This is an optimization exercise on Yosys and OpenROAD, whose aim is a short achievable clock period and few clock cycles, not a production implementation.
Where RTL was checked, it was by simulation tests only, not by an equivalence proof against the original.
Power figures rest on the tool's default switching activity, not on a simulated workload.

==> run F <==
==> flow/design.v (excerpt) <==
module multiCycleCpu #(
	parameter int addrWidth = 5,
	parameter logic [31:0] resetPc = '0
) (
	input wire clk,
	input wire reset,
	output logic [31:0] memAddr,
	output logic [31:0] memWriteData,
	output logic memWrite,
	input wire [31:0] memReadData
);
clock: 9.0 ns
lec_check: 0
abc_clock_period_in_ps: 2500
cap_margin: 20
core_margin: 2
core_utilization: 40
slew_margin: 20
standard.sh (not shown) runs the stock make flow with config.mk's settings and CLKGATE_MAP_FILE= SYNTH_SCRIPT=/design/flow/synth_recipe.tcl, a recipe that flattens the netlist after the stock synthesis.
==> flow/flow/run.sh <==
#!/bin/bash
set -o pipefail
bash standard.sh \
	SETUP_SLACK_MARGIN=6.3 \
	TNS_END_PERCENT=10 \
	"BUFFER_PORTS_ARGS=-buffer_cell sky130_fd_sc_hd__buf_4" \
	finish > standard.log 2>&1
==> run D: changes against run F <==
==> flow/design.v (replaced) <==
`default_nettype none
package cpuPkg;
	localparam int dataWidth = 32;
	localparam logic [dataWidth-1:0] nopInstruction = 32'h0000_0013;
	localparam logic [6:0] opAluReg = 7'b0110011;
	localparam logic [6:0] opAluImm = 7'b0010011;
	localparam logic [6:0] opLoad   = 7'b0000011;
	localparam logic [6:0] opStore  = 7'b0100011;
	localparam int selAdd = 0;
	localparam int selSub = 1;
	localparam int selSlt = 2;
	localparam int selSll = 3;
	localparam int selSrl = 4;
	localparam int selXor = 5;
	localparam int selOr  = 6;
	localparam int selAnd = 7;
	localparam int selWidth = 8;
endpackage
`default_nettype wire
`timescale 1ns/1ps
`default_nettype none
module alu (
	input wire [31:0] a,
	input wire [31:0] b,
	input wire [cpuPkg::selWidth-1:0] sel,
	output logic [31:0] result
);
	logic [31:0] sum;
	logic [31:0] diff;
	logic lessThan;
	logic [31:0] shiftLeft;
	logic [31:0] shiftRight;
	assign sum = a + b;
	assign diff = a - b;
	assign lessThan = $signed(a) < $signed(b);
	assign shiftLeft = a << b[4:0];
	assign shiftRight = a >> b[4:0];
	assign result = ({32{sel[cpuPkg::selAdd]}} & sum)
		| ({32{sel[cpuPkg::selSub]}} & diff)
		| {31'd0, sel[cpuPkg::selSlt] & lessThan}
		| ({32{sel[cpuPkg::selSll]}} & shiftLeft)
		| ({32{sel[cpuPkg::selSrl]}} & shiftRight)
		| ({32{sel[cpuPkg::selXor]}} & (a ^ b))
		| ({32{sel[cpuPkg::selOr]}} & (a | b))
		| ({32{sel[cpuPkg::selAnd]}} & (a & b));
endmodule
`default_nettype wire
`timescale 1ns/1ps
`default_nettype none
module registerFile #(
	parameter int addrWidth = 5
) (
	input wire clk,
	input wire reset,
	input wire [addrWidth-1:0] readAddrA,
	input wire [addrWidth-1:0] readAddrB,
	input wire [addrWidth-1:0] writeAddr,
	input wire [31:0] writeData,
	input wire writeEnable,
	output logic [31:0] readDataA,
	output logic [31:0] readDataB
);
	localparam int depth = 2 ** addrWidth;
	logic [31:0] regs [depth];
	always_ff @(posedge clk) begin
		if (reset) begin
			for (int i = 0; i < depth; i++) begin
				regs[i] <= '0;
			end
		end else if (writeEnable && writeAddr != '0) begin
			regs[writeAddr] <= writeData;
		end
	end
	always_comb begin
		readDataA = regs[readAddrA];
		if (writeEnable && writeAddr != '0 && writeAddr == readAddrA) begin
			readDataA = writeData;
		end
		readDataB = regs[readAddrB];
		if (writeEnable && writeAddr != '0 && writeAddr == readAddrB) begin
			readDataB = writeData;
		end
	end
endmodule
`default_nettype wire
`timescale 1ns/1ps
`default_nettype none
module immediateGenerator (
	input wire [31:0] instruction,
	output logic [31:0] immediate
);
	logic [11:0] field;
	logic isStore;
	assign isStore = (instruction[6:0] == cpuPkg::opStore);
	always_comb begin
		if (isStore) begin
			field = {instruction[31:25], instruction[11:7]};
		end else begin
			field = instruction[31:20];
		end
	end
	assign immediate = {{20{instruction[31]}}, field};
endmodule
`default_nettype wire
`timescale 1ns/1ps
`default_nettype none
module mainController (
	input wire [31:0] instr,
	output logic useImm,
	output logic aluWrite,
	output logic isLoad,
	output logic isStore,
	output logic readsRs2,
	output logic [cpuPkg::selWidth-1:0] aluSel
);
	logic [6:0] opCode;
	logic [2:0] funct3;
	logic isAluReg;
	logic isAluImm;
	logic rdNonZero;
	assign opCode = instr[6:0];
	assign funct3 = instr[14:12];
	assign isAluReg = (opCode == cpuPkg::opAluReg);
	assign isAluImm = (opCode == cpuPkg::opAluImm);
	assign rdNonZero = (instr[11:7] != 5'd0);
	assign useImm = !isAluReg;
	assign readsRs2 = isAluReg || (opCode == cpuPkg::opStore);
	assign aluWrite = (isAluReg || isAluImm) && rdNonZero;
	assign isLoad = (opCode == cpuPkg::opLoad) && rdNonZero;
	assign isStore = (opCode == cpuPkg::opStore);
	always_comb begin
		aluSel = '0;
		case (funct3)
			3'b000: begin
				if (isAluReg && instr[30]) begin
					aluSel[cpuPkg::selSub] = 1'b1;
				end else begin
					aluSel[cpuPkg::selAdd] = 1'b1;
				end
			end
			3'b001: aluSel[cpuPkg::selSll] = 1'b1;
			3'b010: aluSel[cpuPkg::selSlt] = 1'b1;
			3'b100: aluSel[cpuPkg::selXor] = 1'b1;
			3'b101: aluSel[cpuPkg::selSrl] = 1'b1;
			3'b110: aluSel[cpuPkg::selOr] = 1'b1;
			default: aluSel[cpuPkg::selAnd] = 1'b1;
		endcase
	end
endmodule
`default_nettype wire
`timescale 1ns/1ps
`default_nettype none
module dataPath #(
	parameter int addrWidth = 5,
	parameter logic [31:0] resetPc = '0
) (
	input wire clk,
	input wire reset,
	output logic [31:0] memAddr,
	output logic [31:0] memWriteData,
	output logic memWrite,
	input wire [31:0] memReadData
);
	logic [31:0] addrReg;      
	logic [31:0] resumePc;     
	logic memCycle;            
	logic storeCycle;
	logic [31:0] storeData;
	logic [31:0] instr;
	logic [4:0] mRd;
	logic mLoad;
	logic mByte;
	logic mHalf;
	logic [31:0] eA;
	logic [31:0] eB;
	logic [31:0] eStoreData;
	logic [4:0] eRd;
	logic eAluWrite;
	logic eLoad;
	logic eStore;
	logic eByte;
	logic eHalf;
	logic [cpuPkg::selWidth-1:0] eSel;
	logic eFwdAluA, eFwdLoadA;
	logic eFwdAluB, eFwdLoadB;
	logic eFwdAluS, eFwdLoadS;
	logic [31:0] aluRes;
	logic [4:0] aluResRd;
	logic aluResValid;
	logic [31:0] loadRes;
	logic [4:0] loadResRd;
	logic loadResValid;
	assign memAddr = addrReg;
	assign memWriteData = storeData;
	assign memWrite = storeCycle;
	logic [4:0] dRs1;
	logic [4:0] dRs2;
	logic [4:0] dRd;
	logic [31:0] dImm;
	logic dUseImm;
	logic dAluWrite;
	logic dLoad;
	logic dStore;
	logic dReadsRs2;
	logic [cpuPkg::selWidth-1:0] dSel;
	logic [31:0] rfA;
	logic [31:0] rfB;
	logic [4:0] wbAddr;
	logic [31:0] wbData;
	logic wbEnable;
	assign dRs1 = instr[19:15];
	assign dRs2 = instr[24:20];
	assign dRd = instr[11:7];
	mainController mainController_i (
		.instr(instr),
		.useImm(dUseImm),
		.aluWrite(dAluWrite),
		.isLoad(dLoad),
		.isStore(dStore),
		.readsRs2(dReadsRs2),
		.aluSel(dSel)
	);
	immediateGenerator immediateGenerator_i (
		.instruction(instr),
		.immediate(dImm)
	);
	assign wbEnable = aluResValid || loadResValid;
	assign wbAddr = aluResValid ? aluResRd : loadResRd;
	assign wbData = aluResValid ? aluRes : loadRes;
	registerFile #(.addrWidth(addrWidth)) registerFile_i (
		.clk(clk),
		.reset(reset),
		.readAddrA(dRs1),
		.readAddrB(dRs2),
		.writeAddr(wbAddr),
		.writeData(wbData),
		.writeEnable(wbEnable),
		.readDataA(rfA),
		.readDataB(rfB)
	);
	logic [31:0] xA;
	logic [31:0] xB;
	logic [31:0] xStoreData;
	logic [31:0] xResult;
	logic [31:0] xAddr;
	logic xMem;
	always_comb begin
		xA = eFwdAluA ? aluRes : (eFwdLoadA ? loadRes : eA);
		xB = eFwdAluB ? aluRes : (eFwdLoadB ? loadRes : eB);
		xStoreData = eFwdAluS ? aluRes : (eFwdLoadS ? loadRes : eStoreData);
	end
	alu alu_i (
		.a(xA),
		.b(xB),
		.sel(eSel),
		.result(xResult)
	);
	assign xAddr = xA + xB;
	assign xMem = eLoad || eStore;
	logic [31:0] loadValue;
	logic [7:0] byteLane;
	logic [15:0] halfLane;
	always_comb begin
		case (addrReg[1:0])
			2'd0: byteLane = memReadData[7:0];
			2'd1: byteLane = memReadData[15:8];
			2'd2: byteLane = memReadData[23:16];
			default: byteLane = memReadData[31:24];
		endcase
		halfLane = addrReg[1] ? memReadData[31:16] : memReadData[15:0];
		if (mByte) begin
			loadValue = {{24{byteLane[7]}}, byteLane};
		end else if (mHalf) begin
			loadValue = {{16{halfLane[15]}}, halfLane};
		end else begin
			loadValue = memReadData;
		end
	end
	always_ff @(posedge clk) begin
		if (reset) begin
			addrReg <= resetPc;
			memCycle <= 1'b0;
			storeCycle <= 1'b0;
			mLoad <= 1'b0;
			instr <= cpuPkg::nopInstruction;
			eAluWrite <= 1'b0;
			eLoad <= 1'b0;
			eStore <= 1'b0;
			eFwdAluA <= 1'b0;
			eFwdLoadA <= 1'b0;
			eFwdAluB <= 1'b0;
			eFwdLoadB <= 1'b0;
			eFwdAluS <= 1'b0;
			eFwdLoadS <= 1'b0;
			aluResValid <= 1'b0;
			loadResValid <= 1'b0;
		end else if (memCycle) begin
			addrReg <= resumePc;
			memCycle <= 1'b0;
			storeCycle <= 1'b0;
			mLoad <= 1'b0;
			aluResValid <= 1'b0;
			loadResValid <= mLoad;
		end else begin
			addrReg <= xMem ? xAddr : addrReg + 32'd4;
			memCycle <= xMem;
			storeCycle <= eStore;
			mLoad <= eLoad;
			instr <= memReadData;
			eAluWrite <= dAluWrite;
			eLoad <= dLoad;
			eStore <= dStore;
			eFwdAluA <= eAluWrite && (eRd == dRs1);
			eFwdLoadA <= eLoad && (eRd == dRs1);
			eFwdAluB <= !dUseImm && eAluWrite && (eRd == dRs2);
			eFwdLoadB <= !dUseImm && eLoad && (eRd == dRs2);
			eFwdAluS <= eAluWrite && (eRd == dRs2);
			eFwdLoadS <= eLoad && (eRd == dRs2);
			aluResValid <= eAluWrite;
			loadResValid <= 1'b0;
		end
	end
	always_ff @(posedge clk) begin
		if (memCycle) begin
			loadRes <= loadValue;
			loadResRd <= mRd;
		end else begin
			resumePc <= addrReg + 32'd4;
			storeData <= xStoreData;
			mRd <= eRd;
			mByte <= eByte;
			mHalf <= eHalf;
			aluRes <= xResult;
			aluResRd <= eRd;
			eA <= rfA;
			eB <= dUseImm ? dImm : rfB;
			eStoreData <= rfB;
			eRd <= dRd;
			eByte <= (instr[14:12] == 3'b000);
			eHalf <= (instr[14:12] == 3'b001);
			eSel <= dSel;
		end
	end
endmodule
`default_nettype wire
`timescale 1ns/1ps
`default_nettype none
module multiCycleCpu #(
	parameter int addrWidth = 5,
	parameter logic [31:0] resetPc = '0
) (
	input wire clk,
	input wire reset,
	output logic [31:0] memAddr,
	output logic [31:0] memWriteData,
	output logic memWrite,
	input wire [31:0] memReadData
);
	dataPath #(.addrWidth(addrWidth), .resetPc(resetPc)) dataPath_i (
		.clk(clk),
		.reset(reset),
		.memAddr(memAddr),
		.memWriteData(memWriteData),
		.memWrite(memWrite),
		.memReadData(memReadData)
	);
endmodule
`default_nettype wire
==> flow/run.sh (new file) <==
#!/bin/bash
# synth_recipe.tcl (not shown) runs the flow's synth.tcl, then flattens the netlist and writes it again
# the make line also repeats each setting of config.mk as NAME=value (left out here)
make -C /OpenROAD-flow-scripts/flow DESIGN_CONFIG=/design/flow/config.mk WORK_HOME=/design/flow/orfs CLKGATE_MAP_FILE= SYNTH_SCRIPT=/design/flow/synth_recipe.tcl finish
- ABC_CLOCK_PERIOD_IN_PS: 2500 -> 3000
- SETUP_SLACK_MARGIN: default -> 5
removed: flow/flow/run.sh
removed: flow/standard.sh
==> run A: changes against run F <==
--- a/flow/design.v
+++ b/flow/design.v
@@ -15,80 +15,28 @@
 	localparam int selOr  = 6;
 	localparam int selAnd = 7;
 	localparam int selWidth = 8;
 endpackage
 `default_nettype wire
 `timescale 1ns/1ps
 `default_nettype none
-module prefixAdder (
-	input wire [31:0] a,
-	input wire [31:0] b,
-	input wire carryIn,
-	output logic [31:0] sum
-);
-	logic [31:0] gen [6];
-	logic [31:0] prop [6];
-	logic [31:0] carry;
-	assign gen[0] = (a & b) | {31'd0, (a[0] | b[0]) & carryIn};
-	assign prop[0] = a | b;
-	for (genvar l = 0; l < 5; l++) begin : gLevel
-		for (genvar i = 0; i < 32; i++) begin : gBit
-			if (i >= (1 << l)) begin : gCombine
-				assign gen[l + 1][i] = gen[l][i] | (prop[l][i] & gen[l][i - (1 << l)]);
-				assign prop[l + 1][i] = prop[l][i] & prop[l][i - (1 << l)];
-			end else begin : gPass
-				assign gen[l + 1][i] = gen[l][i];
-				assign prop[l + 1][i] = prop[l][i];
-			end
-		end
-	end
-	assign carry = {gen[5][30:0], carryIn};
-	assign sum = a ^ (b ^ carry);
-endmodule
-module incrementer (
-	input wire [31:0] a,
-	output logic [31:0] sum
-);
-	logic [31:0] ones [6];
-	assign ones[0] = a;
-	for (genvar l = 0; l < 5; l++) begin : gLevel
-		for (genvar i = 0; i < 32; i++) begin : gBit
-			if (i >= 2 + (1 << l)) begin : gCombine
-				assign ones[l + 1][i] = ones[l][i] & ones[l][i - (1 << l)];
-			end else begin : gPass
-				assign ones[l + 1][i] = ones[l][i];
-			end
-		end
-	end
-	assign sum = {a[31:3] ^ ones[5][30:2], ~a[2], a[1:0]};
-endmodule
 module alu (
 	input wire [31:0] a,
 	input wire [31:0] b,
 	input wire [cpuPkg::selWidth-1:0] sel,
-	output logic [31:0] sum,
 	output logic [31:0] result
 );
+	logic [31:0] sum;
 	logic [31:0] diff;
 	logic lessThan;
 	logic [31:0] shiftLeft;
 	logic [31:0] shiftRight;
-	prefixAdder adder_i (
-		.a(a),
-		.b(b),
-		.carryIn(1'b0),
-		.sum(sum)
-	);
-	prefixAdder subtractor_i (
-		.a(a),
-		.b(~b),
-		.carryIn(1'b1),
-		.sum(diff)
-	);
-	assign lessThan = (a[31] ^ b[31]) ? a[31] : diff[31];
+	assign sum = a + b;
+	assign diff = a - b;
+	assign lessThan = $signed(a) < $signed(b);
 	assign shiftLeft = a << b[4:0];
 	assign shiftRight = a >> b[4:0];
 	assign result = ({32{sel[cpuPkg::selAdd]}} & sum)
 		| ({32{sel[cpuPkg::selSub]}} & diff)
 		| {31'd0, sel[cpuPkg::selSlt] & lessThan}
 		| ({32{sel[cpuPkg::selSll]}} & shiftLeft)
 		| ({32{sel[cpuPkg::selSrl]}} & shiftRight)
@@ -100,18 +48,16 @@
 `timescale 1ns/1ps
 `default_nettype none
 module registerFile #(
 	parameter int addrWidth = 5
 ) (
 	input wire clk,
 	input wire reset,
-	input wire [2**addrWidth-1:0] readSelA,
-	input wire [2**addrWidth-1:0] readSelB,
-	input wire bypassA,
-	input wire bypassB,
+	input wire [addrWidth-1:0] readAddrA,
+	input wire [addrWidth-1:0] readAddrB,
 	input wire [addrWidth-1:0] writeAddr,
 	input wire [31:0] writeData,
 	input wire writeEnable,
 	output logic [31:0] readDataA,
 	output logic [31:0] readDataB
 );
 	localparam int depth = 2 ** addrWidth;
@@ -121,25 +67,23 @@
 			for (int i = 0; i < depth; i++) begin
 				regs[i] <= '0;
 			end
 		end else if (writeEnable && writeAddr != '0) begin
 			regs[writeAddr] <= writeData;
 		end
 	end
-	logic [31:0] rawA;
-	logic [31:0] rawB;
 	always_comb begin
-		rawA = '0;
-		rawB = '0;
-		for (int i = 1; i < depth; i++) begin
-			rawA = rawA | ({32{readSelA[i]}} & regs[i]);
-			rawB = rawB | ({32{readSelB[i]}} & regs[i]);
+		readDataA = regs[readAddrA];
+		if (writeEnable && writeAddr != '0 && writeAddr == readAddrA) begin
+			readDataA = writeData;
+		end
+		readDataB = regs[readAddrB];
+		if (writeEnable && writeAddr != '0 && writeAddr == readAddrB) begin
+			readDataB = writeData;
 		end
-		readDataA = bypassA ? writeData : rawA;
-		readDataB = bypassB ? writeData : rawB;
 	end
 endmodule
 `default_nettype wire
 `timescale 1ns/1ps
 `default_nettype none
 module immediateGenerator (
 	input wire [31:0] instruction,
@@ -214,23 +158,19 @@
 	input wire reset,
 	output logic [31:0] memAddr,
 	output logic [31:0] memWriteData,
 	output logic memWrite,
 	input wire [31:0] memReadData
 );
 	logic [31:0] addrReg;      
-	logic [31:0] fetchPc;      
-	logic [31:0] fetchPcNext;
-	logic rfReset;             
+	logic [31:0] resumePc;     
 	logic memCycle;            
 	logic storeCycle;
 	logic [31:0] storeData;
 	logic [31:0] instr;
-	logic [31:0] rs1Hot;       
-	logic [31:0] rs2Hot;
 	logic [4:0] mRd;
 	logic mLoad;
 	logic mByte;
 	logic mHalf;
 	logic [31:0] eA;
 	logic [31:0] eB;
 	logic [31:0] eStoreData;
@@ -290,19 +230,17 @@
 		.immediate(dImm)
 	);
 	assign wbEnable = aluResValid || loadResValid;
 	assign wbAddr = aluResValid ? aluResRd : loadResRd;
 	assign wbData = aluResValid ? aluRes : loadRes;
 	registerFile #(.addrWidth(addrWidth)) registerFile_i (
 		.clk(clk),
-		.reset(rfReset),
-		.readSelA(rs1Hot),
-		.readSelB(rs2Hot),
-		.bypassA(wbEnable && wbAddr == dRs1),
-		.bypassB(wbEnable && wbAddr == dRs2),
+		.reset(reset),
+		.readAddrA(dRs1),
+		.readAddrB(dRs2),
 		.writeAddr(wbAddr),
 		.writeData(wbData),
 		.writeEnable(wbEnable),
 		.readDataA(rfA),
 		.readDataB(rfB)
 	);
 	logic [31:0] aluResult;
@@ -312,17 +250,17 @@
 	logic [31:0] hitValue;
 	logic [7:0] hitByte;
 	logic [15:0] hitHalf;
 	alu alu_i (
 		.a(eA),
 		.b(eB),
 		.sel(eSel),
-		.sum(xAddr),
 		.result(aluResult)
 	);
+	assign xAddr = eA + eB;
 	assign xMem = eLoad || eStore;
 	always_comb begin
 		case (sbLo)
 			2'd0: hitByte = storeData[7:0];
 			2'd1: hitByte = storeData[15:8];
 			2'd2: hitByte = storeData[23:16];
 			default: hitByte = storeData[31:24];
@@ -365,47 +303,41 @@
 	assign dFwdAluA = eAluWrite && (eRd == dRs1);
 	assign dFwdAluB = !dUseImm && eAluWrite && (eRd == dRs2);
 	assign dFwdAluS = eAluWrite && (eRd == dRs2);
 	assign dHit = dLoad && sbValid && (dRs1 == sbBase) && (dImm[11:0] == sbImm);
 	always_ff @(posedge clk) begin
 		if (reset) begin
 			addrReg <= resetPc;
-			fetchPc <= resetPc;
 			memCycle <= 1'b0;
 			storeCycle <= 1'b0;
 			mLoad <= 1'b0;
 			instr <= cpuPkg::nopInstruction;
-			rs1Hot <= 32'd1;
-			rs2Hot <= 32'd1;
 			eAluWrite <= 1'b0;
 			eLoad <= 1'b0;
 			eStore <= 1'b0;
 			eHit <= 1'b0;
 			eFwdLoadA <= 1'b0;
 			eFwdLoadB <= 1'b0;
 			eFwdLoadS <= 1'b0;
 			aluResValid <= 1'b0;
 			loadResValid <= 1'b0;
 			sbValid <= 1'b0;
 		end else if (memCycle) begin
-			addrReg <= fetchPc;
+			addrReg <= resumePc;
 			memCycle <= 1'b0;
 			storeCycle <= 1'b0;
 			mLoad <= 1'b0;
 			aluResValid <= 1'b0;
 			loadResValid <= mLoad;
 		end else begin
-			addrReg <= xMem ? xAddr : fetchPcNext;
-			fetchPc <= fetchPcNext;
+			addrReg <= xMem ? xAddr : addrReg + 32'd4;
 			memCycle <= xMem;
 			storeCycle <= eStore;
 			mLoad <= eLoad;
 			instr <= memReadData;
-			rs1Hot <= 32'd1 << memReadData[19:15];
-			rs2Hot <= 32'd1 << memReadData[24:20];
 			eAluWrite <= dAluWrite || dHit;
 			eLoad <= dLoad && !dHit;
 			eStore <= dStore;
 			eHit <= dHit;
 			eFwdLoadA <= eLoad && (eRd == dRs1);
 			eFwdLoadB <= !dUseImm && eLoad && (eRd == dRs2);
 			eFwdLoadS <= eLoad && (eRd == dRs2);
@@ -414,21 +346,14 @@
 			if (dStore) begin
 				sbValid <= 1'b1;
 			end else if ((dAluWrite || dLoad) && dRd == sbBase) begin
 				sbValid <= 1'b0;
 			end
 		end
 	end
-	incrementer pcIncrement_i (
-		.a(fetchPc),
-		.sum(fetchPcNext)
-	);
-	always_ff @(posedge clk) begin
-		rfReset <= reset;
-	end
 	always_ff @(posedge clk) begin
 		aluRes <= xResult;
 		aluResRd <= eRd;
 		loadRes <= loadValue;
 		loadResRd <= mRd;
 		if (memCycle) begin
 			if (eFwdLoadA) begin
@@ -437,14 +362,15 @@
 			if (eFwdLoadB) begin
 				eB <= loadValue;
 			end
 			if (eFwdLoadS) begin
 				eStoreData <= loadValue;
 			end
 		end else begin
+			resumePc <= addrReg + 32'd4;
 			if (eStore) begin
 				storeData <= eStoreData;
 				sbLo <= xAddr[1:0];
 			end
 			if (dStore) begin
 				sbBase <= dRs1;
 				sbImm <= dImm[11:0];
==> flow/run.sh (new file) <==
#!/bin/bash
# synth_recipe.tcl (not shown) runs the flow's synth.tcl, then flattens the netlist and writes it again
# the make line also repeats each setting of config.mk as NAME=value (left out here)
make -C /OpenROAD-flow-scripts/flow DESIGN_CONFIG=/design/flow/config.mk WORK_HOME=/design/flow/orfs CLKGATE_MAP_FILE= SYNTH_SCRIPT=/design/flow/synth_recipe.tcl finish
- ABC_CLOCK_PERIOD_IN_PS: 2500 -> 3000
- SETUP_SLACK_MARGIN: default -> 5
removed: flow/flow/run.sh
removed: flow/standard.sh
==> comparison <==
The lowest global-route usage belongs to run D, the highest to run F.
Power, highest first: run A, run F, run D.
In sequential power, run F and run A hardly differ.
The lowest area after synthesis belongs to run F, the highest to run A.
The highest routed wire length belongs to run F, the lowest to run D.
Against run D, the register-to-register slack of run F is higher by 0.29 ns.
Clock skew, lowest first: run D, run F, run A.
Die area: run F < run D < run A.
Utilization is about the same in run A and run D.
==> figures <==
| metric | run A | run F | run D |
|---|---|---|---|
| Layout Utilization | 0.4628 | 0.4857 | 0.4624 |
| Count leader, synth | nor2_1 | nor2_1 | edfxtp_1 |
| Crit-path slowest cell | nand2_2 | nor3_1 | dfxtp_4 |
| Worst Path Required | 9.47 ns | 9.54 ns | 9.49 ns |
| Number of sequential cells | 1386 | 1405 | 1362 |
| Fraction of the mapped netlist area in adder cells | 0.01650 | 0.02267 | 0.01684 |
| Fraction of the mapped netlist area in simple logic gates | 0.1053 | 0.1310 | 0.1002 |
| Initial antenna violation count | 10 | 33 | 8 |
| Final Non-Filler Cells | 8680 | 9298 | 8389 |
| Setup Crit Path Kind | in -> reg | reg -> reg | reg -> reg |
| FMAX | 243.7 MHz | 261.6 MHz | 243.2 MHz |
| Status | finished clean | finished clean | finished clean |
| Final period utilization | 0.4559 | 0.4247 | 0.4569 |
| Number of global-route vias before repair | 53931 | 64331 | 52205 |
| Post-Layout Inst Area | 88110 µm² | 86650 µm² | 86560 µm² |
| Design internal power | 12.61 mW | 12.17 mW | 12.10 mW |
| Worst setup path endpoint | dataPath_i.registerFile_i.regs[6][16] | dataPath_i.eB[26] | dataPath_i.aluRes[30] |
| Clk sink count | 1386 | 1405 | 1362 |
| Depth of the most critical reg-to-reg path | 10 | 9 | 16 |
| Fill cell instance count of the final layout | 16876 | 15940 | 16564 |
Testbench counts of run F, summed over its fixed seeds: cycles 53,049.
Testbench counts of run A, summed over its fixed seeds: cycles 53,049.
For run D, only the layout was checked, not whether the RTL still works.

## port drivers added, routing unchanged
The flow's constraints put no driver on any port. The routed layouts listed below were extracted and timed again, unchanged, in two steps.
Step 1, drivers: a clkbuf_16 drives clk and a buf_2 each remaining input, both assumed.
Step 2, shift: input delay + t, output delay - t, t = (earliest + latest rising clock arrival at the registers) / 2. This alone moves slack from input paths to output paths.
a / b / c = ideal / step 1 / step 2; a / b = the first two.
run	t, ns	setup slack, ns	worst register clock-pin slew, ns
run F	0.899	5.178 / 5.178 / 4.836	0.08 / 0.08
run D	0.872	4.888 / 4.888 / 4.370	0.07 / 0.07
run A	0.891	4.897 / 4.913 / 4.063	0.08 / 0.08
After both steps setup and hold are still met in every run listed. For run A, which loses most, drivers alone change the setup slack by +0.016 ns; drivers and shift together by -0.834 ns.
